From an optimization exercise on the open Yosys and OpenROAD flow, aimed at small area and a short achievable clock period; shortcuts taken in it are not production practice. In this exercise RTL edits were held to simulation tests only and were not proved equivalent to the original. Power and IR drop assume default switching activity.

==> design/flow/design.v <==
package aluOpPkg;
    typedef enum logic [2-1:0] {
        UNIT_NONE  = 2'b00,
        UNIT_ARITH = 2'b01,
        UNIT_LOGIC = 2'b10,  
        UNIT_BITS  = 2'b11   
    } aluUnit_e;
    typedef enum logic [2+4-1:0] {
        ALU_NOP    = 6'h00,
        ALU_ADD    = 6'h10,
        ALU_SUB    = 6'h11,
        ALU_INCA   = 6'h12,
        ALU_DECA   = 6'h13,
        ALU_NEG    = 6'h14,
        ALU_ABS    = 6'h15,
        ALU_SLT    = 6'h16,
        ALU_SLTU   = 6'h17,
        ALU_MIN    = 6'h18,
        ALU_MINU   = 6'h19,
        ALU_MAX    = 6'h1a,
        ALU_MAXU   = 6'h1b,  
        ALU_AND    = 6'h20,
        ALU_OR     = 6'h21,
        ALU_XOR    = 6'h22,
        ALU_NAND   = 6'h23,
        ALU_NOR    = 6'h24,
        ALU_XNOR   = 6'h25,
        ALU_ANDN   = 6'h26,
        ALU_ORN    = 6'h27,
        ALU_XORN   = 6'h28,
        ALU_NOT    = 6'h29,
        ALU_SLL    = 6'h30,
        ALU_SRL    = 6'h31,
        ALU_SRA    = 6'h32,
        ALU_ROL    = 6'h33,
        ALU_ROR    = 6'h34,
        ALU_CLZ    = 6'h35,
        ALU_CTZ    = 6'h36,
        ALU_PCNT   = 6'h37,
        ALU_BITREV = 6'h38,
        ALU_BSWAP  = 6'h39
    } aluOp_e;
    typedef struct packed {
        aluUnit_e                   unit;
        logic [4-1:0] func;
    } aluOpFields_s;
    typedef union packed {
        aluOp_e       op;
        aluOpFields_s fields;
    } aluOpWord_u;
    localparam int arithFuncCount = 12;
    localparam int logicFuncCount = 10;
    localparam int bitsFuncCount  = 10;
    function automatic logic [2-1:0] unitOf(
            input logic [2+4-1:0] word);
        logic [2-1:0] unit;
        logic [4-1:0] func;
        logic                       known;
        unit = word[4 +: 2];
        func = word[4-1:0];
        case (unit)
            UNIT_ARITH: known = func < arithFuncCount;
            UNIT_LOGIC: known = func < logicFuncCount;
            UNIT_BITS:  known = func < bitsFuncCount;
            default:    known = 1'b0;
        endcase
        unitOf = known ? unit : UNIT_NONE;
    endfunction
endpackage
package aluResultPkg;
    typedef struct packed {
        logic carryOut;    
        logic overflow;
        logic evenParity;  
        logic oddParity;
        logic sign;
        logic zero;
    } aluFlags_s;
    typedef struct packed {
        logic [32-1:0] opA;
        logic [32-1:0] opB;
        logic                  cIn;
        logic [2+4-1:0] op;  
    } aluRequest_s;
    typedef struct packed {
        logic [32-1:0] value;
        logic                  carryOut;
        logic                  overflow;
    } unitResult_s;
    typedef struct packed {
        logic [32-1:0] result;
        aluFlags_s             flags;
        logic                  outValid;
    } aluResponse_s;
endpackage
module alu_top (
    input  logic                       clk,
    input  logic                       reset,
    input  logic                       enable,
    input  logic [2+4-1:0] op,
    input  logic [32-1:0]      opA,
    input  logic [32-1:0]      opB,
    input  logic                       cIn,
    output logic [32-1:0]      result,
    output logic [6-1:0] flags,
    output logic                       outValid
);
    logic [1:0] unit;
    logic [3:0] fn;
    assign unit = op[5:4];
    assign fn   = op[3:0];
    logic isArith, isLogic, isBits;
    assign isArith = (unit == 2'b01) && (fn < 4'd12);
    assign isLogic = (unit == 2'b10) && (fn < 4'd10);
    assign isBits  = (unit == 2'b11) && (fn < 4'd10);
    logic        isCmp, useB, invY, invX, addC, selP, selG;
    logic [31:0] x, y, p, g, sum;
    logic        cout;
    assign isCmp = fn[3] | (fn[2] & fn[1]);
    always_comb begin
        if (unit[1]) begin
            useB = (fn != 4'd9);
            invY = (fn >= 4'd3);
            invX = (fn == 4'd3) | (fn == 4'd4);
        end else begin
            useB = (fn[3:1] == 3'b000) | isCmp;
            invY = (fn == 4'd1) | (fn == 4'd3) | isCmp;
            invX = (fn == 4'd4) | ((fn == 4'd5) & opA[31]);
        end
    end
    always_comb begin
        case (fn)
            4'd0:    addC = cIn;
            4'd1:    addC = ~cIn;
            4'd3:    addC = 1'b0;
            4'd5:    addC = opA[31];
            default: addC = 1'b1;
        endcase
    end
    assign selP = isLogic & (fn != 4'd0) & (fn != 4'd4) & (fn != 4'd6);
    assign selG = isLogic & ((fn == 4'd0) | (fn == 4'd1) | (fn == 4'd3) | (fn == 4'd4)
                           | (fn == 4'd6) | (fn == 4'd7));
    assign x = opA ^ {32{invX}};
    assign y = (opB & {32{useB}}) ^ {32{invY}};
    assign p = x ^ y;
    assign g = x & y;
    logic [31:0] G, P;
    always_comb begin
        G = g;
        P = p;
        for (int l = 0; l < 5; l++) begin
            for (int i = 0; i < 32; i++) begin
                if ((i >> l) & 1) begin
                    G[i] = G[i] | (P[i] & G[((i >> l) << l) - 1]);
                    P[i] = P[i] & P[((i >> l) << l) - 1];
                end
            end
        end
    end
    logic [32:0] carry;
    assign carry = {G | (P & {32{addC}}), addC};
    assign sum   = p ^ carry[31:0];
    assign cout  = carry[32];
    logic addCarry, addOvf;
    assign addCarry = (fn[3:2] == 2'b00) & (cout ^ fn[0]);
    assign addOvf   = ((fn[3:2] == 2'b00) | (fn == 4'd5))
                    & (x[31] == y[31]) & (sum[31] != x[31]);
    logic ltu, lts, lt, pickA;
    logic [31:0] minMax, arithRes;
    assign ltu    = ~cout;
    assign lts    = ltu ^ opA[31] ^ opB[31];
    assign lt     = fn[0] ? ltu : lts;
    assign pickA  = lt ^ fn[1];
    assign minMax = pickA ? opA : opB;
    always_comb begin
        if (fn[3])
            arithRes = minMax;
        else if (fn[2] & fn[1])
            arithRes = {31'd0, lt};
        else
            arithRes = sum;
    end
    logic [31:0] logicRes;
    assign logicRes = ({32{selP}} & p) | ({32{selG}} & g);
    logic        left, revIn, isRot, fill;
    logic [4:0]  r;
    logic [31:0] rev, xin, rot, shiftRes, bswap;
    assign left  = (fn == 4'd0) | (fn == 4'd3);
    assign revIn = left | (fn == 4'd5) | (fn == 4'd8);
    assign isRot = (fn == 4'd3) | (fn == 4'd4);
    assign fill  = (fn == 4'd2) & opA[31];
    assign r     = (fn == 4'd8) ? 5'd0 : opB[4:0];
    always_comb begin
        for (int i = 0; i < 32; i++) rev[i] = opA[31-i];
        for (int i = 0; i < 4; i++) bswap[8*i +: 8] = opA[24-8*i +: 8];
    end
    assign xin = revIn ? rev : opA;
    always_comb begin
        logic [31:0] t, n;
        t = xin;
        for (int k = 0; k < 5; k++) begin
            for (int i = 0; i < 32; i++) begin
                if (i + (1 << k) < 32)
                    n[i] = r[k] ? t[i + (1 << k)] : t[i];
                else
                    n[i] = r[k] ? (isRot ? t[i + (1 << k) - 32] : fill) : t[i];
            end
            t = n;
        end
        rot = t;
        for (int i = 0; i < 32; i++) shiftRes[i] = left ? rot[31-i] : rot[i];
    end
    logic [5:0] tz;
    always_comb begin
        logic [15:0] v16;
        logic [7:0]  v8;
        logic [3:0]  v4;
        logic [1:0]  v2;
        logic        z16, z8, z4, z2, z1, zAll;
        z16 = ~|xin[15:0];
        v16 = z16 ? xin[31:16] : xin[15:0];
        z8  = ~|v16[7:0];
        v8  = z8 ? v16[15:8] : v16[7:0];
        z4  = ~|v8[3:0];
        v4  = z4 ? v8[7:4] : v8[3:0];
        z2  = ~|v4[1:0];
        v2  = z2 ? v4[3:2] : v4[1:0];
        z1  = ~v2[0];
        zAll = z16 & ~|xin[31:16];
        tz = zAll ? 6'd32 : {1'b0, z16, z8, z4, z2, z1};
    end
    logic [5:0] pc;
    always_comb begin
        logic s0, c0, s1, c1, s2, c2, s3, c3, s4, c4, s5, c5, s6, c6, s7, c7, s8, c8, s9, c9, s10, c10, s11, c11, s12, c12, s13, c13, s14, c14, s15, c15, s16, c16, s17, c17, s18, c18, s19, c19, s20, c20, s21, c21, s22, c22, s23, c23, s24, c24, s25, c25, s26, c26, s27, c27, s28, c28, s29, c29, s30, c30;
        s0 = opA[0] ^ opA[10] ^ opA[11];
        c0 = (opA[0] & opA[10]) | (opA[0] & opA[11]) | (opA[10] & opA[11]);
        s1 = opA[12] ^ opA[13] ^ opA[14];
        c1 = (opA[12] & opA[13]) | (opA[12] & opA[14]) | (opA[13] & opA[14]);
        s2 = opA[15] ^ opA[16] ^ opA[17];
        c2 = (opA[15] & opA[16]) | (opA[15] & opA[17]) | (opA[16] & opA[17]);
        s3 = opA[18] ^ opA[19] ^ opA[1];
        c3 = (opA[18] & opA[19]) | (opA[18] & opA[1]) | (opA[19] & opA[1]);
        s4 = opA[20] ^ opA[21] ^ opA[22];
        c4 = (opA[20] & opA[21]) | (opA[20] & opA[22]) | (opA[21] & opA[22]);
        s5 = opA[23] ^ opA[24] ^ opA[25];
        c5 = (opA[23] & opA[24]) | (opA[23] & opA[25]) | (opA[24] & opA[25]);
        s6 = opA[26] ^ opA[27] ^ opA[28];
        c6 = (opA[26] & opA[27]) | (opA[26] & opA[28]) | (opA[27] & opA[28]);
        s7 = opA[29] ^ opA[2] ^ opA[30];
        c7 = (opA[29] & opA[2]) | (opA[29] & opA[30]) | (opA[2] & opA[30]);
        s8 = opA[31] ^ opA[3] ^ opA[4];
        c8 = (opA[31] & opA[3]) | (opA[31] & opA[4]) | (opA[3] & opA[4]);
        s9 = opA[5] ^ opA[6] ^ opA[7];
        c9 = (opA[5] & opA[6]) | (opA[5] & opA[7]) | (opA[6] & opA[7]);
        s10 = opA[8] ^ opA[9] ^ s0;
        c10 = (opA[8] & opA[9]) | (opA[8] & s0) | (opA[9] & s0);
        s11 = s1 ^ s2 ^ s3;
        c11 = (s1 & s2) | (s1 & s3) | (s2 & s3);
        s12 = s4 ^ s5 ^ s6;
        c12 = (s4 & s5) | (s4 & s6) | (s5 & s6);
        s13 = s7 ^ s8 ^ s9;
        c13 = (s7 & s8) | (s7 & s9) | (s8 & s9);
        s14 = s10 ^ s11 ^ s12;
        c14 = (s10 & s11) | (s10 & s12) | (s11 & s12);
        s15 = s13 ^ s14;
        c15 = s13 & s14;
        s16 = c0 ^ c1 ^ c2;
        c16 = (c0 & c1) | (c0 & c2) | (c1 & c2);
        s17 = c3 ^ c4 ^ c5;
        c17 = (c3 & c4) | (c3 & c5) | (c4 & c5);
        s18 = c6 ^ c7 ^ c8;
        c18 = (c6 & c7) | (c6 & c8) | (c7 & c8);
        s19 = c9 ^ c10 ^ c11;
        c19 = (c9 & c10) | (c9 & c11) | (c10 & c11);
        s20 = c12 ^ c13 ^ s16;
        c20 = (c12 & c13) | (c12 & s16) | (c13 & s16);
        s21 = s17 ^ s18 ^ c14;
        c21 = (s17 & s18) | (s17 & c14) | (s18 & c14);
        s22 = s19 ^ s20 ^ c15;
        c22 = (s19 & s20) | (s19 & c15) | (s20 & c15);
        s23 = s21 ^ s22;
        c23 = s21 & s22;
        s24 = c16 ^ c17 ^ c18;
        c24 = (c16 & c17) | (c16 & c18) | (c17 & c18);
        s25 = c19 ^ c20 ^ s24;
        c25 = (c19 & c20) | (c19 & s24) | (c20 & s24);
        s26 = s25 ^ c21 ^ c22;
        c26 = (s25 & c21) | (s25 & c22) | (c21 & c22);
        s27 = c23 ^ s26;
        c27 = c23 & s26;
        s28 = c24 ^ c25 ^ c26;
        c28 = (c24 & c25) | (c24 & c26) | (c25 & c26);
        s29 = c27 ^ s28;
        c29 = c27 & s28;
        s30 = c28 ^ c29;
        c30 = c28 & c29;
        pc = {c30, s30, s29, s27, s23, s15};
    end
    logic [31:0] bitsRes;
    always_comb begin
        case (fn)
            4'd5, 4'd6: bitsRes = {26'd0, tz};
            4'd7:       bitsRes = {26'd0, pc};
            4'd9:       bitsRes = bswap;
            default:    bitsRes = shiftRes;
        endcase
    end
    logic [31:0] value;
    logic        known;
    assign known = isArith | isLogic | isBits;
    assign value = ({32{isArith}} & arithRes)
                 | logicRes
                 | ({32{isBits}}  & bitsRes);
    logic carryQ, ovfQ, knownQ;
    always_ff @(posedge clk) begin
        if (reset) begin
            result   <= '0;
            carryQ   <= 1'b0;
            ovfQ     <= 1'b0;
            knownQ   <= 1'b0;
            outValid <= 1'b0;
        end else begin
            outValid <= enable;
            if (enable) begin
                result <= value;
                carryQ <= isArith & addCarry;
                ovfQ   <= isArith & addOvf;
                knownQ <= known;
            end
        end
    end
    logic oddQ;
    assign oddQ  = ^result;
    assign flags = {carryQ, ovfQ, knownQ & ~oddQ, oddQ, result[31], knownQ & ~|result};
endmodule
==> design/flow/run.sh <==
#!/bin/bash
# synth_recipe.tcl (not shown) runs the flow's synth.tcl, then flattens the netlist and writes it again
# the make line also repeats each setting of config.mk as NAME=value (left out here)
make -C /OpenROAD-flow-scripts/flow DESIGN_CONFIG=/design/flow/config.mk WORK_HOME=/design/flow/orfs CLKGATE_MAP_FILE= SYNTH_SCRIPT=/design/flow/synth_recipe.tcl finish
==> design/flow/config.mk <==
export PLATFORM = sky130hd
export DESIGN_NAME = alu_top
export DESIGN_NICKNAME = alu_top
export VERILOG_FILES = /design/flow/design.v
export SDC_FILE = /design/flow/constraint.sdc
export NUM_CORES = 4
export LEC_CHECK = 0
export ABC_AREA = 1
export CAP_MARGIN = 20
export CORE_MARGIN = 2
export CORE_UTILIZATION = 40
export SLEW_MARGIN = 20
==> design/flow/constraint.sdc <==
create_clock -name core_clock -period 10.5 [get_ports {clk}]
set_input_delay 2.1000 -clock core_clock [delete_from_list [all_inputs] [get_ports {clk}]]
set_output_delay 2.1000 -clock core_clock [all_outputs]
set_load 0.01 [all_outputs]
==> results of run 1 <==
==> cell type report <==
cell class	instances	area [sq um]	share of cell area
flip-flops and latches	36	721	0.0622
repair buffers	132	1270	0.110
clock buffers	5	125	0.0108
multi-input cells	1464	8060	0.696
inverters	258	972	0.0839
well taps	330	413	0.0357
clock inverters	3	23.8	0.00205
==> Yosys cell counts (16+ instances only) <==
library cell	instances
nand2_1	547
inv_1	246
o21ai_0	222
nand3_1	145
a21oi_1	120
nor2_1	88
xor2_1	69
clkbuf_1	64
ha_1	53
dfxtp_1	36
o21ai_1	30
fa_1	27
nand4_1	26
nand2_2	16
o22ai_1	16
==> per-stage QoR <==
| stage | hold slack (ps) | area (sq um) |
|---|---|---|
| global placement | 458 | 11400 |
| CTS | 472 | 11600 |
| finish | 469 | 11600 |
| floorplan | 446 | 10200 |
| detailed placement | 462 | 11400 |
| global route | 494 | 11600 |
==> layout by cell type, fill, tap and decap left out, types with 4 or more instances in the layout <==
cell type	count
fa_1	27
a21oi_1	120
o211ai_1	10
nand2_1	547
clkbuf_16	5
nand3_1	145
buf_4	20
nor2_2	11
a221oi_1	8
a31oi_1	4
inv_1	246
o21ai_0	222
nor3_1	9
ha_1	53
mux2i_1	9
clkdlybuf4s50_1	112
nand4_1	26
nor2_1	87
o31ai_1	5
dfxtp_1	36
inv_2	5
xnor2_1	13
nand2_2	16
o22ai_1	16
xor2_1	69
o21ai_1	29
clkinv_1	5
==> logic make-up (layout without fill, tap and decap cells) <==
family                   count (synthesis)  in the layout
multiplexers                             9              9
AO/OA/AOI/OAI                          432            432
AND/OR/NAND/NOR                        861            861
adder cells (fa/ha/maj)                 80             80
XOR/XNOR                                82             82
flip-flops                              36             36
buffers and inverters                  360            398
==> routing by layer <==
layer / share of wire / wire length, um / up-vias
met2: 0.45 / 21200 / 553
met4: 0.048 / 2230 / 0
met3: 0.073 / 3390 / 97
li1: - / - / 6098
met1: 0.43 / 19800 / 5753
met5: 0 / 0 / -
==> sequential cells by signal, summed over array words and instances, names as in the netlist <==
name,flops
outValid,1
carryQ,1
knownQ,1
result,32
ovfQ,1
==> final timing paths <==
path,end,from,depth (start not counted)
min,carryQ,carryQ,2
min reg2reg,carryQ,carryQ,2
max,result[18],op[1],30
max reg2reg,result[15],result[15],4
==> power by group through the flow <==
stage	sequential (uW)	combinational, uW	clock, uW
2_1_floorplan	160	693	0
3_3_place_gp	160	986	0
3_5_place_dp	160	991	0
4_1_cts	158	1000	154
5_1_grt	158	1130	161
6_report	157	1010	155
==> critical path, delay by kind of cell <==
family | cells | cell delay (ps)
xor+xnor | 1 | 170
simple gates | 15 | 2570
buf+inv | 6 | 1930
compound gates | 7 | 1650
fa+ha+maj | 1 | 350
==> run notes, run 1 <==
----------------------------------------------------
[Route]
  Vias per Instance ... 5.61
  Initial DRC count ... between 1,000 and 1,500
  Vias ... 12,500
  DRC ... 0
  Detailed-router iteration count before antenna repair ... 5
  Count of nets left with antenna violations after detail routing ... 0
  Routed wirelength normalized by instance count ... approximately 21 um
  Routed wire length ... 46,600 um

[Finish]
  # nets final ... 2,051
  Diodes inserted ... 0
  Layout Utilization ... 0.461
  Area added between synthesis and finish ... 13.4%
  Final cell count without fillers ... 2,228
  Fill cell total of the finished layout ... 2,851
  Layout cells sized above 1 ... 0.0421

[Pwr]
  Cell area power density ... 114 nW/um^2
  Power spent charging and discharging nets ... 724 uW
  VDD IR-drop max ... slightly below 0.08 mV
  Switching power as a share of total power ... 0.547
  Share of total power in combinational logic ... 0.764
  Part of the power in registers ... 0.119
  Proportion of power drawn by the clock network ... 0.117
  Reported leakage power ... 0.00554 uW
  Final Power ... about 1300 uW
  Internal cell power ... roughly 600 uW

[Clock network]
  Insertion delay of the later-clocked pin in the worst-skew pair ... between 200 and 300 ps
  Clock root buffer ... clkbuf_16
  Maximum level of the CTS H-tree ... 2
  Maximum number of buffers from clock root to sink ... 2
  Clock tree from TritonCTS ... yes
  Quantity of hold-fixing buffers added after cts ... 0
  Number of sinks on the clock net ... 36
  Setup repair bufs after CTS ... 0
  Inserted Clock Buffers ... 5
  Post-cts repair resize count ... 0
  CTS clock-pin slew for the worst setup and hold paths ... 70 ps

[Global routing]
  All-layer global routing usage ... 0.342
  Initial antenna violation count ... 0
  Global route total overflow ... 0
  Via count of the first global-routing pass ... 11,400
  Pin count of the biggest net entering global routing ... 52
  Fraction of met1 tracks used by global routing ... 0.450
  GR Util met3 ... 0.0424
  Grt peak-use layer ... met2
  Global-route wire length before repair ... 68,500 um
  Met2 layer usage reported by global route ... 0.562

[Logic synthesis]
  Post-Synthesis Net Count ... 2,014
  EDFF count, synth ... 0
  Post-synthesis share of cell area spent on full adders, half adders and majority gates ... 0.118
  Synth Area in Compound Gates ... 0.226
  Library cells used by synthesis ... 52
  Predominant post-synthesis flop cell ... dfxtp_1
  Proportion of synthesized flip-flops having asynchronous set or reset ... 0
  Synthesized netlist cell count ... 1,860
  Register area share after synthesis ... 0.0706
  Netlist area before placement ... a little over 10,000 sq um
  Largest family of logic cells by synthesized area ... simple AND/OR/NAND/NOR gates
  Synth Register Bits ... 36
  Post-synth top area share ... 0.201
  Multiplexer share of the synthesized area ... 0.00882
  Avg Inst Size Synth ... 5.49 sq um
  Post-synthesis share of cell area spent on xor and xnor gates ... 0.0703
  Total number of yosys warnings ... 1
  Synth top area cells ... nand2_1, o21ai_0, inv_1
  Cell type contributing the most total cell area after synthesis ... nand2_1
  Synth Area in Simple Gates ... 0.362

[Timing]
  Final Setup Violations ... 0
  Pin slew with the least headroom to its limit ... between 1000 and 1500 ps
  Fin worst setup slack ... about 1800 ps
  Final hold violation count ... 0
  Final Slew Violations ... 0
  Post-Route Setup TNS ... 0 ps
  Final period demand of the worst path ... 8650 ps
  Maximum clock frequency ... approximately 120 MHz
  Period Utilization, post-route ... 0.824
  RSZ-0062 raised after global routing ... no
  Headroom to the max-slew limit ... 0.275
  Post-Route Skew ... 0 ps

[Worst setup path]
  Max Fanout on Critical Path ... 30
  Arrival time at the worst endpoint ... between 8000 and 9000 ps
  Type of element launching the critical path ... input pin
  Required time at the worst-slack endpoint ... 10,660 ps
  Minimum setup slack among reg-to-reg paths ... 9630 ps
  Cell with the biggest individual delay on the critical path ... nand2_1
  Critical Setup Path Class ... input pin to flip-flop
  Capturing element type of the critical path ... flip-flop
  Largest stage delay on the critical path ... about 840 ps
  Most frequent cell on the critical path ... nand2_1

[Floorplan]
  Total die area ... 26,800 sq um
  I/O pins ... 113
  Chip Width ... 164 um
  Die Height ... ~160 um
  Area of the core ... between 20,000 and 30,000 sq um
  Number of cell rows ... 58
  Initial standard-cell utilization of the core ... 0.407

[Place]
  Final estimated routing congestion in global placement ... 1.08
  Number of placed cells counting well taps ... 2,220
  Number of port buffers ... 112
  Worst setup timing slack at the placement stage ... 1670 ps
  DP HPWL ... 37,600 um

[Outcome]
  Result of the run ... no timing/DRC/antenna violations

[Run]
  Max cap viols ... 0

[Min path]
  Min-Delay Path Class ... flip-flop to flip-flop

----------------------------------------------------
==> run 2: changes to the inputs <==
==> design/flow/flow/run.sh (new file) <==
#!/bin/bash
# The standard layout, with plain buffers (instead of the slow delay-cell
# default) as the input and output port buffers.
set -euo pipefail
export BUFFER_PORTS_ARGS="-buffer_cell sky130_fd_sc_hd__buf_2"
bash standard.sh finish > standard_flow.log 2>&1
==> design/flow/standard.sh (new file) <==
#!/bin/bash
# synth_recipe.tcl (not shown) runs the flow's synth.tcl, then flattens the netlist and writes it again
# the make line also repeats each setting of config.mk as NAME=value (left out here)
make -C /OpenROAD-flow-scripts/flow DESIGN_CONFIG=/design/flow/config.mk WORK_HOME=/design/flow/orfs CLKGATE_MAP_FILE= SYNTH_SCRIPT=/design/flow/synth_recipe.tcl "${@:-finish}"
removed: design/flow/run.sh
==> run 2 against run 1 <==
Against the previous run: count of clock-buffer cells in the layout is 1 higher; utilization is 2.2 points lower; largest cell class unchanged; final cell count fell by 0.13%; hold slack lost 9.1 ps; clock power hardly changed.
==> run notes, run 2 <==
----------------------------------------------------
[Min path]
  Worst Hold Endpoint ... carryQ
  Hold path cells ... 2 (unchanged)
  Launch instance of the worst min-delay path ... carryQ
  Min-Delay Path Class ... flip-flop to flip-flop

[Logic synthesis]
  EDFF count, synth ... 0 (unchanged)
  Predominant post-synthesis flop cell ... dfxtp_1
  Total number of yosys warnings ... 1 (unchanged)
  Proportion of synthesized flip-flops having asynchronous set or reset ... 0 (unchanged)
  Synth top area cells ... nand2_1, o21ai_0, inv_1
  Post-synth top area share ... 0.201 (unchanged)
  Register area share after synthesis ... 0.0706 (unchanged)
  Post-synthesis share of cell area spent on full adders, half adders and majority gates ... 0.118 (unchanged)
  Multiplexer share of the synthesized area ... 0.00882 (unchanged)
  Synth Area in Simple Gates ... 0.362 (unchanged)
  Avg Inst Size Synth ... 5.49 sq um (unchanged)
  Largest family of logic cells by synthesized area ... simple AND/OR/NAND/NOR gates
  Synth Area in Compound Gates ... 0.226 (unchanged)
  Cell with the most instances after synthesis ... nand2_1
  Library cells used by synthesis ... 52 (unchanged)
  Post-Synthesis Net Count ... 2,014 (unchanged)
  Synth cell count leaders ... nand2_1, inv_1, o21ai_0
  Cell type contributing the most total cell area after synthesis ... nand2_1
  Post-synthesis share of cell area spent on xor and xnor gates ... 0.0703 (unchanged)
  Synth Register Bits ... 36 (unchanged)
  Synthesized netlist cell count ... 1,860 (unchanged)
  Netlist area before placement ... 10,200 sq um (unchanged)

[Clock network]
  Inserted Clock Buffers ... 5 (unchanged)
  CTS clock-pin slew for the worst setup and hold paths ... 60 ps (about the same)
  Setup repair bufs after CTS ... 0 (unchanged)
  Clock tree from TritonCTS ... yes
  Clock root buffer ... clkbuf_16
  Number of sinks on the clock net ... 36 (unchanged)
  Insertion delay of the later-clocked pin in the worst-skew pair ... 270 ps (-20 ps)
  Quantity of hold-fixing buffers added after cts ... 0 (unchanged)
  Maximum number of buffers from clock root to sink ... 2 (unchanged)
  Post-cts repair resize count ... 0 (unchanged)
  Maximum level of the CTS H-tree ... 2 (unchanged)

[Worst setup path]
  R2r worst-path depth ... 2 (-2)
  Most frequent cell on the critical path ... nand2_1
  Critical Setup Path Class ... input pin to flip-flop
  Cell with the biggest individual delay on the critical path ... buf_2
  Capturing element type of the critical path ... flip-flop
  Startpoint of the worst register-to-register path ... result[25]
  Arrival time at the worst endpoint ... 8430 ps (-380 ps)
  Max Fanout on Critical Path ... 36 (+20%)
  Required time at the worst-slack endpoint ... 10,630 ps (-30 ps)
  Type of element launching the critical path ... input pin
  Largest stage delay on the critical path ... 630 ps (-210 ps)
  Critical register-to-register path endpoint ... result[25]
  Minimum setup slack among reg-to-reg paths ... 9750 ps (+120 ps)

[Global routing]
  All-layer global routing usage ... 0.338 (-0.00390)
  Global route total overflow ... 0 (unchanged)
  Pin count of the biggest net entering global routing ... 52 (unchanged)
  Via count of the first global-routing pass ... 11,300 (-0.83%)
  Global-route wire length before repair ... 67,900 um (-0.87%)
  Initial antenna violation count ... 0 (unchanged)

[Route]
  Vias ... 12,500 (+0.26%)
  DRC ... 0 (unchanged)
  Count of nets left with antenna violations after detail routing ... 0 (unchanged)
  Vias per Instance ... 5.63 (+0.40%)
  Routed wirelength normalized by instance count ... 20.6 um (-1.5%)
  Routed wire length ... 45,800 um (-1.6%)
  Initial DRC count ... 1,328 (-0.90%)
  Detailed-router iteration count before antenna repair ... 6 (+1)

[Floorplan]
  I/O pins ... 113 (unchanged)
  Die Height ... 164 um (unchanged)
  Number of cell rows ... 58 (unchanged)
  Initial standard-cell utilization of the core ... 0.407 (unchanged)
  Total die area ... 26,800 sq um (unchanged)
  Area of the core ... 25,100 sq um (unchanged)
  Chip Width ... 164 um (unchanged)

[Outcome]
  Result of the run ... no timing/DRC/antenna violations

[Finish]
  Layout cells sized above 1 ... 0.101 (+0.0586)
  # nets final ... 2,048 (-0.15%)
  Commonest non-fill, non-tap cell in the layout ... nand2_1
  Fill cell total of the finished layout ... 2,888 (+1.3%)
  Diodes inserted ... 0 (unchanged)
  Most frequent cells in the layout ... nand2_1, inv_1, o21ai_0
  Area added between synthesis and finish ... 7.94%
  Register ranked first by flip-flop count ... result
  Max FFs per register ... 32 (unchanged)

[Run]
  Max cap viols ... 0 (unchanged)

[Place]
  DP HPWL ... 37,100 um (-1.2%)
  Number of port buffers ... 112 (unchanged)
  Final estimated routing congestion in global placement ... 0.989 (-8.1%)
  Worst setup timing slack at the placement stage ... 1670 ps (-3.89 ps)

[Timing]
  Final hold violation count ... 0 (unchanged)
  Post-Route Setup TNS ... 0 ps (unchanged)
  Post-Route Skew ... 0 ps (unchanged)
  Pin slew with the least headroom to its limit ... 951 ps (-136 ps)
  RSZ-0062 raised after global routing ... no
  Final Slew Violations ... 0 (unchanged)
  Headroom to the max-slew limit ... 0.365 (+0.0906)
  Final period demand of the worst path ... 8300 ps (-349 ps)
  Fin worst setup slack ... 2200 ps (+349 ps)
  Period Utilization, post-route ... 0.791 (-0.0332)
  Final Setup Violations ... 0 (unchanged)
  Maximum clock frequency ... 120 MHz (+4.2%)

[Pwr]
  Proportion of power drawn by the clock network ... 0.118 (about the same)
  Reported leakage power ... 0.00561 uW (+1.4%)
  Cell area power density ... 117 nW/um^2 (+2.7%)
  Power spent charging and discharging nets ... 723 uW (about the same)
  VDD IR-drop max ... 0.0596 mV (-24%)
  Internal cell power ... 570 uW (-5.0%)
  Part of the power in registers ... 0.120 (about the same)
  Share of total power in combinational logic ... 0.762 (-0.002)
  Switching power as a share of total power ... 0.559 (+0.0126)

----------------------------------------------------
-- run 2: logic make-up (layout without fill, tap and decap cells) --
logic type | after synthesis | after routing
simple gates | 861 | 861
compound gates | 432 | 432
buf+inv | 360 | 395
xor+xnor | 82 | 82
fa+ha+maj | 80 | 80
flops | 36 | 36
mux | 9 | 9
-- run 2: power groups by stage --
| stage | clock network, uW | logic [uW] | registers, uW |
|---|---|---|---|
| global placement | 0 | 955 | 158 |
| global route | 161 | 1100 | 156 |
| detailed placement | 0 | 961 | 158 |
| finish | 153 | 986 | 155 |
| floorplan | 0 | 693 | 160 |
| CTS | 153 | 966 | 155 |
-- run 2: worst max-delay path by stage --
| stage | startpoint | to | slack [ps] | depth (start not counted) |
|---|---|---|---|---|
| final | op[3] | result[26] | 2200 | 30 |
| after global routing | op[3] | result[26] | 1740 | 30 |
| after CTS | op[3] | result[26] | 1930 | 30 |
| after detailed placement | op[3] | result[26] | 1670 | 30 |
| after global placement | op[3] | result[26] | 1800 | 30 |
| after floorplan | opA[1] | result[4] | 3900 | 19 |
-- run 2: cell type report --
| type | instances | area [sq um] | area share |
|---|---|---|---|
| Clock buffer | 6 | 139 | 0.0126 |
| Clock inverter | 2 | 10.0 | 0.000908 |
| Inverter | 258 | 972 | 0.0882 |
| Multi-Input combinational cell | 1464 | 8060 | 0.731 |
| Sequential cell | 36 | 721 | 0.0654 |
| Tap cell | 330 | 413 | 0.0375 |
| Timing Repair Buffer | 129 | 708 | 0.0642 |
-- run 2: critical path: cells and delay by family --
kind	cells	cell delay, ps
xor+xnor	1	110
simple gates	12	1680
buf+inv	6	1880
compound gates	10	2230
fa+ha+maj	1	390
-- run 2: layer usage --
layer  share of wire  GRT usage  vias up
li1                -          -     6099
met1            0.43      0.462     5747
met2            0.45      0.554      599
met3           0.070     0.0141       89
met4           0.050      0.146        0
met5               0          0        -
-- run 2: per-stage QoR --
stage	power (uW)	util	std cells	hold WS [ps]	area [sq um]
after floorplan	853	-	1860	446	10200
after global placement	1110	0.432	2216	455	10800
after detailed placement	1120	0.432	2216	455	10800
after CTS	1270	0.438	2224	463	11000
after global routing	1420	0.439	2225	483	11000
final	1290	0.439	2225	460	11000
==> run 3: changes to the inputs <==
--- a/design/flow/config.mk
+++ b/design/flow/config.mk
@@ -9,4 +9,5 @@
 export CAP_MARGIN = 20
 export CORE_MARGIN = 2
 export CORE_UTILIZATION = 40
+export SETUP_SLACK_MARGIN = 3
 export SLEW_MARGIN = 20
==> run 3 against run 2 <==
Against the previous run: still clean; final cell count rose by 0.22%; register-to-register slack about the same; area after synthesis unchanged; clock power is essentially flat; utilization rose by 0.27 points; final area is 0.61% higher; total power up 0.62%; critical path type unchanged; critical endpoint is now result[4].
==> run notes, run 3 <==
----------------------------------------------------
[Worst setup path]
  Critical register-to-register path endpoint ... result[25]
  Cell type group with the largest total delay on the critical path ... adder cells
  Cell with the biggest individual delay on the critical path ... fa_1
  Capturing element type of the critical path ... flip-flop
  Most frequent cell on the critical path ... fa_1
  Arrival time at the worst endpoint ... 7310 ps (-1120 ps)
  Max Fanout on Critical Path ... 4 (-89%)
  Critical Setup Path Class ... input pin to flip-flop
  Critical path buffer and inverter count ... 5 (-1)
  Cell chain of the critical path ... buf_2, inv_1, fa_1, inv_1, fa_1, inv_1, fa_1, inv_1, ha_1, fa_1, fa_1, fa_1, ha_1, ha_1, a221oi_1, o31ai_1, nand3_1, nand2_1, nand2_1, a21oi_1
  Minimum setup slack among reg-to-reg paths ... 9760 ps (about the same)
  Largest stage delay on the critical path ... 560 ps (-70 ps)
  Type of element launching the critical path ... input pin
  Required time at the worst-slack endpoint ... 10,630 ps (about the same)
  R2r worst-path depth ... 2 (unchanged)
  Startpoint of the worst register-to-register path ... result[25]

[Route]
  Routed wirelength normalized by instance count ... 20.8 um (+0.77%)
  DRC ... 0 (unchanged)
  Vias ... 12,600 (+0.39%)
  Routed wire length ... 46,300 um (+1.0%)
  Count of nets left with antenna violations after detail routing ... 0 (unchanged)
  Initial DRC count ... 1,409 (+6.1%)
  Vias per Instance ... 5.64 (+0.17%)
  Detailed-router iteration count before antenna repair ... 6 (unchanged)

[Timing]
  Period Utilization, post-route ... 0.684 (-0.107)
  Maximum clock frequency ... 139 MHz (+16%)
  Headroom to the max-slew limit ... 0.350 (-0.0157)
  Final period demand of the worst path ... 7180 ps (-1120 ps)
  RSZ-0062 raised after global routing ... no
  Pin slew with the least headroom to its limit ... 974 ps (+23.5 ps)
  Post-Route Skew ... 0 ps (unchanged)
  Final Slew Violations ... 0 (unchanged)
  Final hold violation count ... 0 (unchanged)
  Final Setup Violations ... 0 (unchanged)
  Post-Route Setup TNS ... 0 ps (unchanged)

[Pwr]
  Cell area power density ... 117 nW/um^2 (about the same)
  Reported leakage power ... 0.00563 uW (+0.34%)
  Final Power ... 1300 uW (+0.62%)
  VDD IR-drop max ... 0.0595 mV (-0.15%)

[Min path]
  Launch instance of the worst min-delay path ... carryQ
  Min-Delay Path Class ... flip-flop to flip-flop
  Worst Hold Endpoint ... carryQ
  Hold path cells ... 2 (unchanged)

[Logic synthesis]
  Netlist area before placement ... 10,200 sq um (unchanged)
  Synth cell count leaders ... nand2_1, inv_1, o21ai_0
  Cell type contributing the most total cell area after synthesis ... nand2_1
  Library cells used by synthesis ... 52 (unchanged)
  Synth Register Bits ... 36 (unchanged)
  Cell with the most instances after synthesis ... nand2_1
  Post-Synthesis Net Count ... 2,014 (unchanged)
  Total number of yosys warnings ... 1 (unchanged)
  Avg Inst Size Synth ... 5.49 sq um (unchanged)
  Predominant post-synthesis flop cell ... dfxtp_1
  EDFF count, synth ... 0 (unchanged)
  Synth top area cells ... nand2_1, o21ai_0, inv_1
  Register area share after synthesis ... 0.0706 (unchanged)
  Proportion of synthesized flip-flops having asynchronous set or reset ... 0 (unchanged)
  Synthesized netlist cell count ... 1,860 (unchanged)
  Post-synth top area share ... 0.201 (unchanged)

[Place]
  Placement-stage cell area ... 10,800 sq um (unchanged)
  Final estimated routing congestion in global placement ... 0.989 (unchanged)
  Number of port buffers ... 112 (unchanged)
  DP HPWL ... 37,100 um (unchanged)

[Finish]
  Final std cell area, no fill ... 11,100 sq um (+0.61%)
  Max FFs per register ... 32 (unchanged)
  Layout Utilization ... 0.442 (+0.00269)
  Fill cell total of the finished layout ... 2,884 (-0.14%)
  # nets final ... 2,053 (+0.24%)
  Area added between synthesis and finish ... 8.60%
  Most frequent cells in the layout ... nand2_1, inv_1, o21ai_0
  Diodes inserted ... 0 (unchanged)
  Commonest non-fill, non-tap cell in the layout ... nand2_1
  Register ranked first by flip-flop count ... result
  Layout cells sized above 1 ... 0.104 (+0.00289)

[Floorplan]
  Total die area ... 26,800 sq um (unchanged)
  Die Height ... 164 um (unchanged)
  Number of cell rows ... 58 (unchanged)
  Chip Width ... 164 um (unchanged)
  Initial standard-cell utilization of the core ... 0.407 (unchanged)
  Area of the core ... 25,100 sq um (unchanged)
  I/O pins ... 113 (unchanged)

[Clock network]
  Clock tree from TritonCTS ... yes
  Number of sinks on the clock net ... 36 (unchanged)
  Inserted Clock Buffers ... 5 (unchanged)
  CTS clock-pin slew for the worst setup and hold paths ... 50 ps (about the same)
  Maximum level of the CTS H-tree ... 2 (unchanged)
  Insertion delay of the later-clocked pin in the worst-skew pair ... 270 ps (about the same)
  Maximum number of buffers from clock root to sink ... 2 (unchanged)
  Clock root buffer ... clkbuf_16

[Global routing]
  Grt peak-use layer ... met2
  Global route total overflow ... 0 (unchanged)
  GR Util met3 ... 0.0154 (+0.00126)
  Initial antenna violation count ... 0 (unchanged)
  All-layer global routing usage ... 0.338 (+0.000427)
  Via count of the first global-routing pass ... 11,300 (+0.29%)
  Pin count of the biggest net entering global routing ... 52 (unchanged)
  Met2 layer usage reported by global route ... 0.550 (-0.00439)
  Global-route wire length before repair ... 68,000 um (+0.12%)
  Fraction of met1 tracks used by global routing ... 0.462 (unchanged)

[Run]
  Max cap viols ... 0 (unchanged)

[Outcome]
  Result of the run ... no timing/DRC/antenna violations

----------------------------------------------------
run 3: cell types whose count changed in the layout (fill, tap and decap cells not counted), moves of 2 or more:
cell,change
buf_4,+3
buf_6,+2
nand2_2,-2
nand2_8,+2
o21ai_0,-2
o21ai_1,+2
run 3: power breakdown:
part	switching [uW]	internal (uW)
logic	661	334
registers	8.52	146
clock network	58.3	93.6
total	727	574
run 3: worst max path at each step:
stage          depth (start not counted)  slack (ps)         end    start
5_1_grt                               28        3050  result[26]    op[3]
3_5_place_dp                          30        1670  result[26]    op[3]
3_3_place_gp                          30        1800  result[26]    op[3]
2_1_floorplan                         19        3900   result[4]   opA[1]
6_report                              20        3320   result[4]  opA[18]
4_1_cts                               30        3050  result[26]    op[3]
run 3: stage by stage:
stage	setup WS, ps	hold slack (ps)	std cells
2_1_floorplan	3900	446	1860
3_3_place_gp	1800	455	2216
3_5_place_dp	1670	455	2216
4_1_cts	3050	463	2225
5_1_grt	3050	483	2230
6_report	3320	460	2230
run 3: per-layer routing:
layer  vias up  share of wire  routed length (um)
met5         -              0                   0
met4         0          0.054                2490
met3        98          0.070                3250
met2       589           0.45               20800
met1      5781           0.43               19800
li1       6115              -                   -
run 3: timing repair:
item	CTS	global route
buffers inserted	1	3
gates resized for setup	7	5
endpoints found under the setup margin	32	32
hold buffers	0	0
cloned	0	1
pin swaps	0	2
run 3: cell families after synthesis:
| kind of cell | share of synthesized area |
|---|---|
| AO/OA/AOI/OAI | 0.226 |
| multiplexers | 0.00882 |
| XOR/XNOR | 0.0703 |
| flip-flops | 0.0706 |
| buffers and inverters | 0.144 |
| AND/OR/NAND/NOR | 0.362 |
| adder cells (fa/ha/maj) | 0.118 |
run 3: worst min-delay path: stages (launching register included):
cell and delay (ps):
dfxtp_1 300, nand2_1 60, a21oi_1 50
run 3: cell type report:
class                   count  area [sq um]  share of cell area
multi-input cells        1465          8100               0.730
clock inverters             2          10.0            0.000903
repair buffers            133           736              0.0663
inverters                 258           976              0.0880
clock buffers               6           139              0.0125
flip-flops and latches     36           721              0.0650
well taps                 330           413              0.0372
==> run 4: changes to the inputs <==
--- a/design/flow/config.mk
+++ b/design/flow/config.mk
@@ -9,5 +9,5 @@
 export CAP_MARGIN = 20
 export CORE_MARGIN = 2
 export CORE_UTILIZATION = 40
-export SETUP_SLACK_MARGIN = 3
+export SETUP_SLACK_MARGIN = 5
 export SLEW_MARGIN = 20
==> run 4 against run 3 <==
Against the previous run: wire length is 11% higher; area after synthesis unchanged; first-iteration DRC count grew 32%; clock skew is the same.
==> run notes, run 4 <==
----------------------------------------------------
[Global routing]
  Pin count of the biggest net entering global routing ... 45 (-13%)
  Global route total overflow ... 0 (unchanged)
  All-layer global routing usage ... 0.378 (+0.0400)
  Via count of the first global-routing pass ... 12,100 (+6.8%)
  Global-route wire length before repair ... 75,600 um (+11%)
  Initial antenna violation count ... 0 (unchanged)

[Floorplan]
  Initial standard-cell utilization of the core ... 0.407 (unchanged)
  Die Height ... 164 um (unchanged)
  Number of cell rows ... 58 (unchanged)
  Chip Width ... 164 um (unchanged)
  Total die area ... 26,800 sq um (unchanged)
  Area of the core ... 25,100 sq um (unchanged)
  I/O pins ... 113 (unchanged)

[Timing]
  Final hold violation count ... 0 (unchanged)
  Final Setup Violations ... 0 (unchanged)
  Maximum clock frequency ... 157 MHz (+13%)
  Period Utilization, post-route ... 0.605 (-0.0784)
  Final Slew Violations ... 0 (unchanged)
  Headroom to the max-slew limit ... 0.226 (-0.124)
  Final period demand of the worst path ... 6350 ps (-823 ps)
  Pin slew with the least headroom to its limit ... 1150 ps (+174 ps)
  Post-Route Skew ... 0 ps (unchanged)
  Fin worst setup slack ... 4150 ps (+823 ps)
  RSZ-0062 raised after global routing ... yes
  Post-Route Setup TNS ... 0 ps (unchanged)

[Logic synthesis]
  Synth top area cells ... nand2_1, o21ai_0, inv_1
  Synth cell count leaders ... nand2_1, inv_1, o21ai_0
  Proportion of synthesized flip-flops having asynchronous set or reset ... 0 (unchanged)
  Register area share after synthesis ... 0.0706 (unchanged)
  Synthesized netlist cell count ... 1,860 (unchanged)
  Synth Register Bits ... 36 (unchanged)
  Avg Inst Size Synth ... 5.49 sq um (unchanged)
  Netlist area before placement ... 10,200 sq um (unchanged)
  Library cells used by synthesis ... 52 (unchanged)
  EDFF count, synth ... 0 (unchanged)
  Cell with the most instances after synthesis ... nand2_1
  Post-Synthesis Net Count ... 2,014 (unchanged)
  Predominant post-synthesis flop cell ... dfxtp_1
  Cell type contributing the most total cell area after synthesis ... nand2_1
  Total number of yosys warnings ... 1 (unchanged)
  Post-synth top area share ... 0.201 (unchanged)

[Worst setup path]
  Critical register-to-register path endpoint ... result[15]
  Most frequent cell on the critical path ... fa_1
  Capturing element type of the critical path ... flip-flop
  R2r worst-path depth ... 4 (+2)
  Cell chain of the critical path ... buf_12, inv_8, fa_1, inv_2, fa_1, inv_1, fa_1, inv_1, ha_2, fa_2, fa_2, fa_1, ha_4, ha_4, a221oi_2, o31ai_2, nand3_1, nand2_1, nand2_1, a21oi_1
  Startpoint of the worst register-to-register path ... result[15]
  Minimum setup slack among reg-to-reg paths ... 9720 ps (-40 ps)
  Type of element launching the critical path ... input pin
  Required time at the worst-slack endpoint ... 10,640 ps (about the same)
  Critical Setup Path Class ... input pin to flip-flop
  Max Fanout on Critical Path ... 2 (-2)
  Largest stage delay on the critical path ... 540 ps (-20 ps)
  Arrival time at the worst endpoint ... 6500 ps (-810 ps)
  Cell with the biggest individual delay on the critical path ... fa_1

[Clock network]
  Maximum number of buffers from clock root to sink ... 2 (unchanged)
  Clock root buffer ... clkbuf_16
  Inserted Clock Buffers ... 5 (unchanged)
  Insertion delay of the later-clocked pin in the worst-skew pair ... 280 ps (about the same)
  Number of sinks on the clock net ... 36 (unchanged)
  CTS clock-pin slew for the worst setup and hold paths ... 70 ps (+20 ps)
  Maximum level of the CTS H-tree ... 2 (unchanged)
  Clock tree from TritonCTS ... yes

[Run]
  Max cap viols ... 0 (unchanged)

[Place]
  Worst setup timing slack at the placement stage ... 2210 ps (+539 ps)
  Final estimated routing congestion in global placement ... 0.993 (+0.40%)
  Number of port buffers ... 112 (unchanged)
  DP HPWL ... 37,600 um (+1.3%)

[Route]
  Routed wirelength normalized by instance count ... 22.1 um (+6.6%)
  Detailed-router iteration count before antenna repair ... 6 (unchanged)
  Vias per Instance ... 5.87 (+4.1%)
  Initial DRC count ... 1,861 (+32%)
  DRC ... 0 (unchanged)
  Count of nets left with antenna violations after detail routing ... 0 (unchanged)
  Vias ... 13,600 (+8.4%)
  Routed wire length ... 51,400 um (+11%)

[Finish]
  Area added between synthesis and finish ... 27.8%
  # nets final ... 2,145 (+4.5%)
  Register ranked first by flip-flop count ... result
  Area taken by multi-input logic gates ... 8880 sq um (+9.7%)
  Sequential cell area ... 721 sq um (unchanged)
  Commonest non-fill, non-tap cell in the layout ... nand2_1
  Fill cell total of the finished layout ... 2,610 (-9.5%)
  Max FFs per register ... 32 (unchanged)
  Most frequent cells in the layout ... nand2_1, inv_1, o21ai_0
  Diodes inserted ... 0 (unchanged)
  Layout Utilization ... 0.520 (+0.0781)
  Layout cells sized above 1 ... 0.198 (+0.0941)

[Min path]
  Worst Hold Endpoint ... ovfQ
  Min-Delay Path Class ... flip-flop to flip-flop
  Launch instance of the worst min-delay path ... ovfQ
  Hold path cells ... 2 (unchanged)

[Pwr]
  Cell area power density ... 124 nW/um^2 (+5.7%)
  Reported leakage power ... 0.00636 uW (+13%)
  VDD IR-drop max ... 0.149 mV (+150%)

[Outcome]
  Result of the run ... no timing/DRC/antenna violations

----------------------------------------------------
[run 4: final cells by class]
class                           instances  share of cell area
Clock buffer                            7              0.0117
Clock inverter                          1             0.00230
Inverter                              258              0.0815
Multi-Input combinational cell       1474               0.680
Sequential cell                        36              0.0552
Tap cell                              330              0.0316
Timing Repair Buffer                  216               0.137
[run 4: layer usage]
metal,track usage,part of all wire
met4,0.166,0.053
met5,0,0
met3,0.0591,0.12
met2,0.551,0.41
met1,0.546,0.41
[run 4: timing repair]
item | in CTS | in global routing
setup buffers | 73 | 11
pin swaps | 41 | 12
gates cloned | 14 | 1
hold buffers | 0 | 0
setup endpoints to repair | 34 | 33
endpoints found under the hold margin | 0 | 0
gates resized for setup | 203 | 20
[run 4: worst max-delay path by stage]
stage	startpoint	to	slack (ps)	cells past startpoint
3_5_place_dp	op[3]	result[14]	2210	29
5_1_grt	opA[28]	result[4]	4090	18
2_1_floorplan	opA[14]	result[4]	4420	19
6_report	opA[13]	result[4]	4150	20
3_3_place_gp	op[3]	result[14]	2280	29
4_1_cts	opA[13]	result[4]	4190	20
[run 4: power by group]
group	internal, uW	total (uW)	leakage, uW	switching, uW
logic	483	1270	0.00597	789
registers	146	157	0.000294	10.3
clock network	125	190	0.0000901	64.9
[run 4: logic make-up after synthesis]
group,Yosys count,synth area share
flip-flops,36,0.0706
adder cells (fa/ha/maj),80,0.118
AND/OR/NAND/NOR,861,0.362
AO/OA/AOI/OAI,432,0.226
multiplexers,9,0.00882
buffers and inverters,360,0.144
XOR/XNOR,82,0.0703
[run 4: critical path: cells and delay by family]
kind	cells	cell delay (ps)
buffers and inverters	5	270
AO/OA/AOI/OAI	3	490
adder cells (fa/ha/maj)	9	3290
AND/OR/NAND/NOR	3	350
[run 4: through the flow]
step	instances	total power (uW)	cell area (sq um)	hold slack (ps)
floorplan	1860	898	10500	446
global placement	2215	1150	11000	453
detailed placement	2215	1150	11000	456
CTS	2310	1550	12900	464
global route	2322	1740	13100	488
finish	2322	1620	13100	463
==> run 5: changes to the inputs <==
--- a/design/flow/config.mk
+++ b/design/flow/config.mk
@@ -9,5 +9,5 @@
 export CAP_MARGIN = 20
 export CORE_MARGIN = 2
 export CORE_UTILIZATION = 40
-export SETUP_SLACK_MARGIN = 5
+export SETUP_SLACK_MARGIN = 4
 export SLEW_MARGIN = 20
==> run 5 against run 4 <==
Against the previous run: still clean on timing, DRC and antenna; die area unchanged; sequential share of layout area grew 0.56 points; clock power fell by 5%; critical path depth shrank 2; non-clock buffer count is 49 lower; count of clock-buffer cells in the layout shrank 2; synthesized cell count stayed put; wire length fell by 6.3%; sequential cell count is the same; fmax is 1.2% lower; final cell count decreased by 2.4%; largest cell class unchanged.
==> run notes, run 5 <==
----------------------------------------------------
[Outcome]
  Result of the run ... no timing/DRC/antenna violations

[Timing]
  Headroom to the max-slew limit ... 0.375 (+0.149)
  RSZ-0062 raised after global routing ... yes
  Final Setup Violations ... 0 (unchanged)
  Period Utilization, post-route ... 0.612 (+0.00707)
  Final period demand of the worst path ... 6430 ps (+74.2 ps)
  Final hold violation count ... 0 (unchanged)
  Maximum clock frequency ... 156 MHz (-1.2%)
  Pin slew with the least headroom to its limit ... 936 ps (-212 ps)
  Post-Route Skew ... 0 ps (unchanged)
  Final Slew Violations ... 0 (unchanged)
  Post-Route Setup TNS ... 0 ps (unchanged)

[Logic synthesis]
  Post-synth top area share ... 0.201 (unchanged)
  Synth cell count leaders ... nand2_1, inv_1, o21ai_0
  Synth top area cells ... nand2_1, o21ai_0, inv_1
  Total number of yosys warnings ... 1 (unchanged)
  Netlist area before placement ... 10,200 sq um (unchanged)
  Proportion of synthesized flip-flops having asynchronous set or reset ... 0 (unchanged)
  Register area share after synthesis ... 0.0706 (unchanged)
  Avg Inst Size Synth ... 5.49 sq um (unchanged)
  EDFF count, synth ... 0 (unchanged)
  Predominant post-synthesis flop cell ... dfxtp_1
  Synth Register Bits ... 36 (unchanged)
  Synthesized netlist cell count ... 1,860 (unchanged)
  Post-Synthesis Net Count ... 2,014 (unchanged)
  Library cells used by synthesis ... 52 (unchanged)
  Cell with the most instances after synthesis ... nand2_1
  Cell type contributing the most total cell area after synthesis ... nand2_1

[Worst setup path]
  Capturing element type of the critical path ... flip-flop
  Critical Setup Path Class ... input pin to flip-flop
  Startpoint of the worst register-to-register path ... result[31]
  Max Fanout on Critical Path ... 4 (+2)
  Arrival time at the worst endpoint ... 6570 ps (+70 ps)
  Type of element launching the critical path ... input pin
  Minimum setup slack among reg-to-reg paths ... 9730 ps (about the same)
  R2r worst-path depth ... 4 (unchanged)
  Required time at the worst-slack endpoint ... 10,650 ps (about the same)
  Critical register-to-register path endpoint ... result[31]

[Route]
  Routed wirelength normalized by instance count ... 21.2 um (-4.0%)
  Vias ... 12,900 (-5.6%)
  DRC ... 0 (unchanged)
  Detailed-router iteration count before antenna repair ... 8 (+2)
  Count of nets left with antenna violations after detail routing ... 0 (unchanged)
  Routed wire length ... 48,100 um (-6.3%)
  Vias per Instance ... 5.68 (-3.3%)
  Initial DRC count ... 1,399 (-25%)

[Global routing]
  All-layer global routing usage ... 0.352 (-0.0266)
  Initial antenna violation count ... 0 (unchanged)
  Via count of the first global-routing pass ... 11,600 (-3.9%)
  Global-route wire length before repair ... 70,500 um (-6.7%)
  Global route total overflow ... 0 (unchanged)
  Pin count of the biggest net entering global routing ... 52 (+16%)

[Floorplan]
  Area of the core ... 25,100 sq um (unchanged)
  Total die area ... 26,800 sq um (unchanged)
  Initial standard-cell utilization of the core ... 0.407 (unchanged)
  I/O pins ... 113 (unchanged)
  Chip Width ... 164 um (unchanged)
  Number of cell rows ... 58 (unchanged)
  Die Height ... 164 um (unchanged)

[Clock network]
  Maximum level of the CTS H-tree ... 2 (unchanged)
  Number of sinks on the clock net ... 36 (unchanged)
  Inserted Clock Buffers ... 5 (unchanged)
  Insertion delay of the later-clocked pin in the worst-skew pair ... 280 ps (about the same)
  Quantity of hold-fixing buffers added after cts ... 0 (unchanged)
  CTS clock-pin slew for the worst setup and hold paths ... 60 ps (about the same)
  Maximum number of buffers from clock root to sink ... 2 (unchanged)
  Clock tree from TritonCTS ... yes
  Clock root buffer ... clkbuf_16

[Finish]
  Diodes inserted ... 0 (unchanged)
  Layout cells sized above 1 ... 0.146 (-0.0517)
  Area added between synthesis and finish ... 16.0%
  Register ranked first by flip-flop count ... result
  Final std cell area, no fill ... 11,900 sq um (-9.2%)
  # nets final ... 2,090 (-2.6%)
  Commonest non-fill, non-tap cell in the layout ... nand2_1
  Max FFs per register ... 32 (unchanged)
  Most frequent cells in the layout ... nand2_1, inv_1, o21ai_0

[Pwr]
  Cell area power density ... 122 nW/um^2 (-1.7%)
  VDD IR-drop max ... 0.0967 mV (-35%)
  Reported leakage power ... 0.00588 uW (-7.4%)

[Run]
  Max cap viols ... 0 (unchanged)

[Place]
  Number of port buffers ... 112 (unchanged)
  Final estimated routing congestion in global placement ... 1.02 (+2.5%)
  Placement-stage cell area ... 10,900 sq um (-1.0%)
  DP HPWL ... 37,700 um (+0.37%)

[Min path]
  Hold path cells ... 2 (unchanged)
  Launch instance of the worst min-delay path ... carryQ
  Min-Delay Path Class ... flip-flop to flip-flop
  Worst Hold Endpoint ... carryQ

----------------------------------------------------
run 5: cell counts after synthesis:
Identical to the previous run, type by type.
run 5: final cells by class:
class / instances / area (sq um)
inverter: 258 / 1010
clock buffer: 5 / 125
tap: 330 / 413
clock inverter: 3 / 46.3
multi-input combinational: 1468 / 8380
fill: 2800 / 13300
sequential: 36 / 721
timing repair buffer: 167 / 1160
run 5: per-layer routing:
metal,up-vias,global-route usage,share of wire
met1,5866,0.455,0.40
met4,0,0.160,0.056
met5,-,0,0
met3,131,0.0497,0.090
li1,6196,-,-
met2,679,0.579,0.45
run 5: cell families after synthesis:
family / after synthesis / synth area share
simple gates: 861 / 0.362
xor+xnor: 82 / 0.0703
compound gates: 432 / 0.226
flops: 36 / 0.0706
buf+inv: 360 / 0.144
mux: 9 / 0.00882
fa+ha+maj: 80 / 0.118
run 5: critical path, stage by stage:
cell,delay (ps)
buf_2,180
inv_1,170
fa_1,550
fa_1,470
fa_1,520
inv_1,50
ha_2,180
fa_2,370
fa_2,350
fa_1,490
ha_2,180
ha_4,200
a221oi_4,290
o31ai_4,160
nand3_2,120
nand2_2,60
nand2_2,60
a21oi_2,50
run 5: what timing repair did:
action | CTS | global route
setup endpoints to repair | 33 | 32
setup buffers | 9 | 27
endpoints found under the hold margin | 0 | 0
gates resized for setup | 58 | 60
pin swaps | 12 | 17
cloned | 3 | 3
run 5: worst max path at each step:
stage / startpoint / endpoint
3_5_place_dp: op[1] / result[23]
4_1_cts: op[3] / result[23]
5_1_grt: op[3] / result[23]
3_3_place_gp: op[1] / result[23]
6_report: opA[10] / result[4]
2_1_floorplan: opA[1] / result[4]
run 5: power breakdown:
group / switching (uW) / internal [uW] / total (uW)
clock: 67.9 / 113 / 181
combinational: 712 / 397 / 1110
sequential: 8.66 / 146 / 155
total: 789 / 657 / 1450
run 5: stage by stage:
stage,hold WS [ps],instances,setup WS (ps),utilization,power (uW)
after floorplan,446,1860,4000,-,856
after global placement,467,2217,2280,0.432,1120
after detailed placement,467,2217,2170,0.432,1130
after CTS,477,2237,4020,0.452,1360
after global routing,495,2267,3930,0.472,1560
final,478,2267,4070,0.472,1450
==> run 6: changes to the inputs <==
--- a/design/flow/design.v
+++ b/design/flow/design.v
@@ -231,7 +231,7 @@
     end
     logic [5:0] pc;
     always_comb begin
-        logic s0, c0, s1, c1, s2, c2, s3, c3, s4, c4, s5, c5, s6, c6, s7, c7, s8, c8, s9, c9, s10, c10, s11, c11, s12, c12, s13, c13, s14, c14, s15, c15, s16, c16, s17, c17, s18, c18, s19, c19, s20, c20, s21, c21, s22, c22, s23, c23, s24, c24, s25, c25, s26, c26, s27, c27, s28, c28, s29, c29, s30, c30;
+        logic s0, c0, s1, c1, s2, c2, s3, c3, s4, c4, s5, c5, s6, c6, s7, c7, s8, c8, s9, c9, s10, c10, s11, c11, s12, c12, s13, c13, s14, c14, s15, c15, s16, c16, s17, c17, s18, c18, s19, c19, s20, c20, s21, c21, s22, c22, s23, c23, s24, c24, s25, c25;
         s0 = opA[0] ^ opA[10] ^ opA[11];
         c0 = (opA[0] & opA[10]) | (opA[0] & opA[11]) | (opA[10] & opA[11]);
         s1 = opA[12] ^ opA[13] ^ opA[14];
@@ -262,39 +262,29 @@
         c13 = (s7 & s8) | (s7 & s9) | (s8 & s9);
         s14 = s10 ^ s11 ^ s12;
         c14 = (s10 & s11) | (s10 & s12) | (s11 & s12);
-        s15 = s13 ^ s14;
-        c15 = s13 & s14;
-        s16 = c0 ^ c1 ^ c2;
-        c16 = (c0 & c1) | (c0 & c2) | (c1 & c2);
-        s17 = c3 ^ c4 ^ c5;
-        c17 = (c3 & c4) | (c3 & c5) | (c4 & c5);
-        s18 = c6 ^ c7 ^ c8;
-        c18 = (c6 & c7) | (c6 & c8) | (c7 & c8);
-        s19 = c9 ^ c10 ^ c11;
-        c19 = (c9 & c10) | (c9 & c11) | (c10 & c11);
-        s20 = c12 ^ c13 ^ s16;
-        c20 = (c12 & c13) | (c12 & s16) | (c13 & s16);
-        s21 = s17 ^ s18 ^ c14;
-        c21 = (s17 & s18) | (s17 & c14) | (s18 & c14);
-        s22 = s19 ^ s20 ^ c15;
-        c22 = (s19 & s20) | (s19 & c15) | (s20 & c15);
-        s23 = s21 ^ s22;
-        c23 = s21 & s22;
-        s24 = c16 ^ c17 ^ c18;
-        c24 = (c16 & c17) | (c16 & c18) | (c17 & c18);
-        s25 = c19 ^ c20 ^ s24;
-        c25 = (c19 & c20) | (c19 & s24) | (c20 & s24);
-        s26 = s25 ^ c21 ^ c22;
-        c26 = (s25 & c21) | (s25 & c22) | (c21 & c22);
-        s27 = c23 ^ s26;
-        c27 = c23 & s26;
-        s28 = c24 ^ c25 ^ c26;
-        c28 = (c24 & c25) | (c24 & c26) | (c25 & c26);
-        s29 = c27 ^ s28;
-        c29 = c27 & s28;
-        s30 = c28 ^ c29;
-        c30 = c28 & c29;
-        pc = {c30, s30, s29, s27, s23, s15};
+        s15 = c0 ^ c1 ^ c2;
+        c15 = (c0 & c1) | (c0 & c2) | (c1 & c2);
+        s16 = c3 ^ c4 ^ c5;
+        c16 = (c3 & c4) | (c3 & c5) | (c4 & c5);
+        s17 = c6 ^ c7 ^ c8;
+        c17 = (c6 & c7) | (c6 & c8) | (c7 & c8);
+        s18 = c9 ^ c10 ^ c11;
+        c18 = (c9 & c10) | (c9 & c11) | (c10 & c11);
+        s19 = c12 ^ c13 ^ s15;
+        c19 = (c12 & c13) | (c12 & s15) | (c13 & s15);
+        s20 = s16 ^ s17 ^ c14;
+        c20 = (s16 & s17) | (s16 & c14) | (s17 & c14);
+        s21 = s18 ^ s19 ^ s20;
+        c21 = (s18 & s19) | (s18 & s20) | (s19 & s20);
+        s22 = c15 ^ c16 ^ c17;
+        c22 = (c15 & c16) | (c15 & c17) | (c16 & c17);
+        s23 = c18 ^ c19 ^ s22;
+        c23 = (c18 & c19) | (c18 & s22) | (c19 & s22);
+        s24 = s23 ^ c20 ^ c21;
+        c24 = (s23 & c20) | (s23 & c21) | (c20 & c21);
+        s25 = c22 ^ c23 ^ c24;
+        c25 = (c22 & c23) | (c22 & c24) | (c23 & c24);
+        pc = {1'b0, c25, s25, s24, s21, s13} + {1'b0, 1'b0, 1'b0, 1'b0, 1'b0, s14};
     end
     logic [31:0] bitsRes;
     always_comb begin
@@ -306,27 +296,22 @@
         endcase
     end
     logic [31:0] value;
-    logic        known;
-    assign known = isArith | isLogic | isBits;
-    assign value = ({32{isArith}} & arithRes)
-                 | logicRes
-                 | ({32{isBits}}  & bitsRes);
+    logic        known, selArith, selBits, load;
+    assign selArith = isArith & ~reset;
+    assign selBits  = isBits & ~reset;
+    assign known    = (isArith | isLogic | isBits) & ~reset;
+    assign value    = ({32{selArith}} & arithRes)
+                    | ({32{~reset}} & logicRes)
+                    | ({32{selBits}}  & bitsRes);
+    assign load     = enable | reset;
     logic carryQ, ovfQ, knownQ;
     always_ff @(posedge clk) begin
-        if (reset) begin
-            result   <= '0;
-            carryQ   <= 1'b0;
-            ovfQ     <= 1'b0;
-            knownQ   <= 1'b0;
-            outValid <= 1'b0;
-        end else begin
-            outValid <= enable;
-            if (enable) begin
-                result <= value;
-                carryQ <= isArith & addCarry;
-                ovfQ   <= isArith & addOvf;
-                knownQ <= known;
-            end
+        outValid <= enable & ~reset;
+        if (load) begin
+            result <= value;
+            carryQ <= selArith & addCarry;
+            ovfQ   <= selArith & addOvf;
+            knownQ <= known;
         end
     end
     logic oddQ;
==> run 6 against run 5 <==
Against the previous run: synthesized cell count decreased by 6.8%; highest routed layer unchanged; still clean; count of clock-buffer cells in the layout increased by 1; final area decreased by 2.9%; sequential power increased by 26%; utilization decreased by 1.1 points; non-clock buffer count decreased by 12; critical endpoint is now result[0]; die area decreased by 1.4%; via count decreased by 5.9%; total power increased by 1.1%.
==> run notes, run 6 <==
----------------------------------------------------
[Timing]
  Fin worst setup slack ... 4110 ps (+36.6 ps)
  Final Setup Violations ... 0 (unchanged)
  RSZ-0062 raised after global routing ... no
  Final hold violation count ... 0 (unchanged)
  Pin slew with the least headroom to its limit ... 1010 ps (+75.9 ps)
  Headroom to the max-slew limit ... 0.325 (-0.0507)
  Final period demand of the worst path ... 6390 ps (-36.6 ps)
  Post-Route Setup TNS ... 0 ps (unchanged)
  Final Slew Violations ... 0 (unchanged)
  Period Utilization, post-route ... 0.609 (-0.00348)
  Hold slack ... 2030 ps (+1550 ps)

[Clock network]
  Maximum number of buffers from clock root to sink ... 2 (unchanged)
  Clock root buffer ... clkbuf_16
  Inserted Clock Buffers ... 5 (unchanged)
  Maximum level of the CTS H-tree ... 2 (unchanged)
  CTS clock-pin slew for the worst setup and hold paths ... 50 ps (about the same)
  Clock tree from TritonCTS ... yes

[Worst setup path]
  Critical Setup Path Class ... input pin to flip-flop
  Critical path buffer and inverter count ... 7 (+4)
  Capturing element type of the critical path ... flip-flop
  CP endpoint ... result[0]
  Largest stage delay on the critical path ... 380 ps (-170 ps)
  Arrival time at the worst endpoint ... 6370 ps (-200 ps)
  Cell with the biggest individual delay on the critical path ... a21oi_1
  Required time at the worst-slack endpoint ... 10,480 ps (-170 ps)
  Launching element of the worst setup path ... op[3]
  Max Fanout on Critical Path ... 38 (+34)

[Route]
  Routed wirelength normalized by instance count ... 20.4 um (-3.8%)
  DRC ... 0 (unchanged)
  Vias per Instance ... 5.68 (about the same)
  Initial DRC count ... 1,609 (+15%)

[Place]
  Final estimated routing congestion in global placement ... 1.00 (-1.2%)
  DP HPWL ... 33,000 um (-13%)

[Finish]
  Register ranked first by flip-flop count ... result
  Most frequent cells in the layout ... nand2_1, o21ai_0, inv_1
  Diodes inserted ... 0 (unchanged)
  # nets final ... 1,953 (-6.6%)
  Layout Utilization ... 0.461 (-0.0109)
  Max FFs per register ... 32 (unchanged)
  Layout cells sized above 1 ... 0.152 (+0.00587)

[Logic synthesis]
  Cell type contributing the most total cell area after synthesis ... nand2_1
  Predominant post-synthesis flop cell ... edfxtp_1
  Library cells used by synthesis ... 48 (-7.7%)
  Proportion of synthesized flip-flops having asynchronous set or reset ... 0 (unchanged)
  Synth Register Bits ... 36 (unchanged)
  Synth top area cells ... nand2_1, o21ai_0, edfxtp_1
  Synth cell count leaders ... nand2_1, inv_1, o21ai_0
  Avg Inst Size Synth ... 5.81 sq um (+5.8%)
  Register area share after synthesis ... 0.106 (+0.0358)
  Netlist area before placement ... 10,100 sq um (-1.4%)
  Cell with the most instances after synthesis ... nand2_1
  Post-Synthesis Net Count ... 1,884 (-6.5%)
  Total number of yosys warnings ... 1 (unchanged)

[Floorplan]
  I/O pins ... 113 (unchanged)
  Die Height ... 163 um (-0.71%)
  Total die area ... 26,400 sq um (-1.4%)
  Number of cell rows ... 58 (unchanged)
  Chip Width ... 163 um (-0.71%)

[Global routing]
  GR Util met3 ... 0.0568 (+0.00704)
  Grt peak-use layer ... met2
  Global-route wire length before repair ... 61,800 um (-12%)
  Global route total overflow ... 0 (unchanged)
  All-layer global routing usage ... 0.309 (-0.0428)
  Pin count of the biggest net entering global routing ... 50 (-3.8%)
  Fraction of met1 tracks used by global routing ... 0.445 (-0.0104)
  Met2 layer usage reported by global route ... 0.455 (-0.124)

[Pwr]
  VDD IR-drop max ... 0.180 mV (+86%)
  Cell area power density ... 127 nW/um^2 (+4.1%)

[Run]
  Max cap viols ... 0 (unchanged)

[Outcome]
  Result of the run ... no timing/DRC/antenna violations

[Min path]
  Min-Delay Path Class ... input pin to flip-flop

----------------------------------------------------
run 6: power breakdown:
| part | total [uW] | leakage [uW] | internal, uW | switching (uW) |
|---|---|---|---|---|
| sequential | 195 | 0.000385 | 179 | 15.3 |
| clock | 174 | 0.0000808 | 112 | 62.6 |
| combinational | 1090 | 0.00522 | 395 | 697 |
| total | 1460 | 0.00569 | 686 | 775 |
run 6: through the flow:
| stage | area (sq um) | std cells |
|---|---|---|
| after floorplan | 10100 | 1733 |
| after global placement | 10700 | 2093 |
| after detailed placement | 10700 | 2093 |
| after CTS | 11000 | 2107 |
| after global routing | 11500 | 2133 |
| final | 11500 | 2133 |
run 6: cell families (layout without fill, tap and decap cells):
logic type	Yosys count	count (layout)	synth area share
and+or+nand+nor	768	772	0.333
AOI/OAI and AO/OA	397	397	0.215
buffers and inverters	362	428	0.147
xor gates and xnor gates	81	81	0.0705
adders and majority gates	77	77	0.116
DFF	36	36	0.106
muxes	12	12	0.0119
run 6: repair_timing:
action / in CTS / in global routing
resized for setup: 41 / 56
hold endpoints to repair: 0 / 0
hold buffers: 0 / 0
endpoints found under the setup margin: 34 / 33
cloned: 1 / 6
pin swaps: 5 / 17
buffers inserted: 5 / 20
run 6: layout make-up:
type | instances | area [sq um]
Clock buffer | 6 | 129
Clock inverter | 2 | 35.0
Fill cell | 2716 | 13500
Inverter | 264 | 1010
Multi-Input combinational cell | 1339 | 7790
Sequential cell | 36 | 1070
Tap cell | 330 | 413
Timing Repair Buffer | 155 | 1050
Timing Repair inverter | 1 | 5.00
run 6: worst min-delay path by stage:
stage | from | cells after the start | end | slack [ps]
2_1_floorplan | reset | 1 | outValid | 2170
3_3_place_gp | enable | 3 | outValid | 2320
3_5_place_dp | enable | 3 | outValid | 2320
4_1_cts | enable | 3 | outValid | 2030
5_1_grt | enable | 3 | outValid | 2080
6_report | enable | 3 | outValid | 2030
run 6: routing by layer:
| metal | vias to the layer above | routed length [um] |
|---|---|---|
| li1 | 5811 | - |
| met1 | 5473 | 18500 |
| met2 | 722 | 18100 |
| met3 | 112 | 5030 |
| met4 | 0 | 1940 |
| met5 | - | 0 |
